What follows belongs to an exercise in optimizing a design on an open flow for small area; a production flow would make more cautious choices. Function was checked by simulation only, so behaviour that the tests miss may differ from the original. Power figures rest on the tool's default switching activity, not on a simulated workload.

## job 102
## stats_top
module stats_top (
    input  wire         clk_status,
    input  wire         rst,
    input  wire         in_valid,
    input  wire         in_eop,
    input  wire         out_valid,
    input  wire         out_eop,
    input  wire         out_ready,
    input  wire         rb_update_valid,
    input  wire         cpu_valid,
    input  wire         cpu_ready,
    input  wire [1:0]   cpu_action,
    input  wire [31:0]  fill_level_i,
    input  wire [29:0]  req_addr,
    input  wire         req_read,
    input  wire         req_write,
    input  wire [31:0]  req_writedata,
    output wire [31:0]  rsp_readdata,
    output wire         rsp_readdata_valid
);
For scale: roughly 1600 cells after synthesis, roughly 470 flip-flops, about 140 I/O pins.
export LEC_CHECK = 0
export CAP_MARGIN = 20
export CORE_MARGIN = 2
export CORE_UTILIZATION = 40
export CTS_BUF_LIST = sky130_fd_sc_hd__clkbuf_8
export SLEW_MARGIN = 20
create_clock -name core_clock -period 6.0 [get_ports {clk_status}]
standard.sh (not shown) runs the stock make flow with config.mk's settings and CLKGATE_MAP_FILE= SYNTH_SCRIPT=/design/flow/synth_recipe.tcl, a recipe that flattens the netlist after the stock synthesis.
==> flow/flow/run.sh <==
#!/bin/bash
# Own layout flow: the standard ORFS flow (standard.sh) with these changes,
# none of which touches the registers, the constraints or the power grid:
#  - if flow/abc.script exists, ABC maps the combinational logic with it,
#  - port buffers use the smallest buffer cell instead of a delay buffer,
#  - CTS inserts no dummy loads.
# Each tool's output goes to a log file in the work folder.
set -euo pipefail
WORK=$(pwd)
FLOWDIR=$WORK/flow

if [[ -f $FLOWDIR/abc.script ]]; then
  cp synth_recipe.tcl synth_recipe.orig.tcl
  {
    head -n 1 synth_recipe.orig.tcl
    cat <<EOT
proc abc {args} {
  set i [lsearch -exact \$args -script]
  if {\$i >= 0} { lset args [expr {\$i + 1}] {$FLOWDIR/abc.script} }
  yosys abc {*}\$args
}
EOT
    tail -n +2 synth_recipe.orig.tcl
  } > synth_recipe.tcl
fi

export BUFFER_PORTS_ARGS="-buffer_cell sky130_fd_sc_hd__buf_1"
cfg() { sed -n "s/^export $1 *= *//p" config.mk; }
CTS="-sink_clustering_enable -repair_clock_nets -dont_use_dummy_load"
[[ -n "$(cfg CTS_BUF_LIST)" ]] && CTS="$CTS -buf_list {$(cfg CTS_BUF_LIST)}"
[[ -n "$(cfg CTS_CLUSTER_SIZE)" ]] && CTS="$CTS -sink_clustering_size $(cfg CTS_CLUSTER_SIZE)"
[[ -n "$(cfg CTS_CLUSTER_DIAMETER)" ]] && CTS="$CTS -sink_clustering_max_diameter $(cfg CTS_CLUSTER_DIAMETER)"
export CTS_ARGS="$CTS"

bash standard.sh > standard_make.log 2>&1
Job 102: no failed stages, no open violations at the end
### job 102 -> job 103
diff --git a/flow/flow/run.sh b/flow/flow/run.sh
--- a/flow/flow/run.sh
+++ b/flow/flow/run.sh
@@ -27,7 +27,6 @@
 export BUFFER_PORTS_ARGS="-buffer_cell sky130_fd_sc_hd__buf_1"
-cfg() { sed -n "s/^export $1 *= *//p" config.mk; }
 CTS="-sink_clustering_enable -repair_clock_nets -dont_use_dummy_load"
-[[ -n "$(cfg CTS_BUF_LIST)" ]] && CTS="$CTS -buf_list {$(cfg CTS_BUF_LIST)}"
-[[ -n "$(cfg CTS_CLUSTER_SIZE)" ]] && CTS="$CTS -sink_clustering_size $(cfg CTS_CLUSTER_SIZE)"
-[[ -n "$(cfg CTS_CLUSTER_DIAMETER)" ]] && CTS="$CTS -sink_clustering_max_diameter $(cfg CTS_CLUSTER_DIAMETER)"
+if grep -q '^export CTS_BUF_LIST' config.mk; then
+  CTS="$CTS -buf_list {$(sed -n 's/^export CTS_BUF_LIST *= *//p' config.mk)}"
+fi
 export CTS_ARGS="$CTS"
==> notes.md <==
From job 102 to job 103, average vias per placed instance did not move at all. The leakage power summed over all cells was comparable across job 103 and job 102. Reported for job 103 and job 102, minimum clock period after layout turned out identical to the last digit. Comparing job 103 against job 102, there is no change at all in clock buffer count in the final layout. Total CTS buffers: job 102 vs job 103 — no meaningful difference. Summary of job 103 over job 102: clock skew roughly the same, share of total power in the clock network neither gained nor lost much, post-CTS setup-driven buffer insertion count roughly the same. Reported for job 103 and job 102, share of the synthesized netlist area taken by xor and xnor gates turned out identical to the last digit. Between job 102 and job 103, the signal arrival time at the worst endpoint does not differ in any meaningful way. | maximum frequency | job 103 vs job 102 | ≈ equal |.

stats_top, a different RTL version from the one above (not shown whole).
Size: about 1600 cells after synthesis, about 470 flip-flops, about 140 I/O pins, roughly 18000 sq um of cells after synthesis.
Design stats_top, start of the top module:
module stats_top (
    input  wire         clk_status,
    input  wire         rst,
    input  wire         in_valid,
    input  wire         in_eop,
    input  wire         out_valid,
    input  wire         out_eop,
    input  wire         out_ready,
    input  wire         rb_update_valid,
    input  wire         cpu_valid,
    input  wire         cpu_ready,
    input  wire [1:0]   cpu_action,
    input  wire [31:0]  fill_level_i,
    input  wire [29:0]  req_addr,
    input  wire         req_read,
    input  wire         req_write,
    input  wire [31:0]  req_writedata,
    output wire [31:0]  rsp_readdata,
    output wire         rsp_readdata_valid
);
clock: 6.0 ns
lec_check: 0
cap_margin: 20
core_margin: 2
core_utilization: 40
cts_buf_list: sky130_fd_sc_hd__clkbuf_8
slew_margin: 20
==> flow/flow/run.sh <==
#!/bin/bash
# Own layout flow: the standard ORFS flow (standard.sh) with these changes,
# none of which touches the registers, the constraints or the power grid:
#  - if flow/abc.script exists, ABC maps the combinational logic with it,
#  - port buffers use the smallest buffer cell instead of a delay buffer,
#  - CTS inserts no dummy loads.
# Each tool's output goes to a log file in the work folder.
set -euo pipefail
WORK=$(pwd)
FLOWDIR=$WORK/flow

if [[ -f $FLOWDIR/abc.script ]]; then
  cp synth_recipe.tcl synth_recipe.orig.tcl
  {
    head -n 1 synth_recipe.orig.tcl
    cat <<EOT
proc abc {args} {
  set i [lsearch -exact \$args -script]
  if {\$i >= 0} { lset args [expr {\$i + 1}] {$FLOWDIR/abc.script} }
  yosys abc {*}\$args
}
EOT
    tail -n +2 synth_recipe.orig.tcl
  } > synth_recipe.tcl
fi

export BUFFER_PORTS_ARGS="-buffer_cell sky130_fd_sc_hd__buf_1"
CTS="-sink_clustering_enable -repair_clock_nets -dont_use_dummy_load"
if grep -q '^export CTS_BUF_LIST' config.mk; then
  CTS="$CTS -buf_list {$(sed -n 's/^export CTS_BUF_LIST *= *//p' config.mk)}"
fi
export CTS_ARGS="$CTS"

bash standard.sh > standard_make.log 2>&1
The baseline finished with negative setup slack left.
Rerun with:
==> flow/run.sh (new file) <==
#!/bin/bash
# synth_recipe.tcl (not shown) runs the flow's synth.tcl, then flattens the netlist and writes it again
# the make line also repeats each setting of config.mk as NAME=value (left out here)
make -C /OpenROAD-flow-scripts/flow DESIGN_CONFIG=/design/flow/config.mk WORK_HOME=/design/flow/orfs CLKGATE_MAP_FILE= SYNTH_SCRIPT=/design/flow/synth_recipe.tcl finish
--- a/flow/config.mk
+++ b/flow/config.mk
@@ -10,3 +10,2 @@
 export CORE_UTILIZATION = 40
-export CTS_BUF_LIST = sky130_fd_sc_hd__clkbuf_8
 export SLEW_MARGIN = 20
removed: flow/flow/run.sh
removed: flow/standard.sh
The changed run produced a layout that fails on negative setup slack.
Routed wire length barely changes.
Die area is unchanged.
Utilization grows by 2.8 points.
Global-route usage shrinks by 0.25 points.
Total power grows by 11%.
Sequential power barely changes.

-- static timing again, ports no longer ideal --
Ports are ideal in the flow. The routed layouts listed here were re-timed in OpenROAD. Step 1 assumes that a clkbuf_16 drives the clock port and a buf_2 every other input. Step 2 moves the port delays by t, midway between the first and last clock arrival at a register: inputs arrive t later, outputs are due t later. That takes back most of the time a late clock gives input paths. Three values: ideal, step 1, step 2; two values: the first two.
run | t (ns) | setup slack, ns | worst hold slack (ns) | worst data-port slew with drivers (ns)
job 102 | 0.653 | 1.186 / 1.186 / 1.186 | 0.272 / 0.272 / 0.272 | 0.07
job 103 | 0.653 | 1.186 / 1.186 / 1.186 | 0.272 / 0.272 / 0.272 | 0.07
the first run of note 2 | 0.647 | -0.851 / -0.851 / -0.851 | 0.302 / 0.302 / 0.302 | 0.08
the second run of note 2 | 0.621 | -0.803 / -0.803 / -0.803 | 0.321 / 0.321 / 0.321 | 0.06
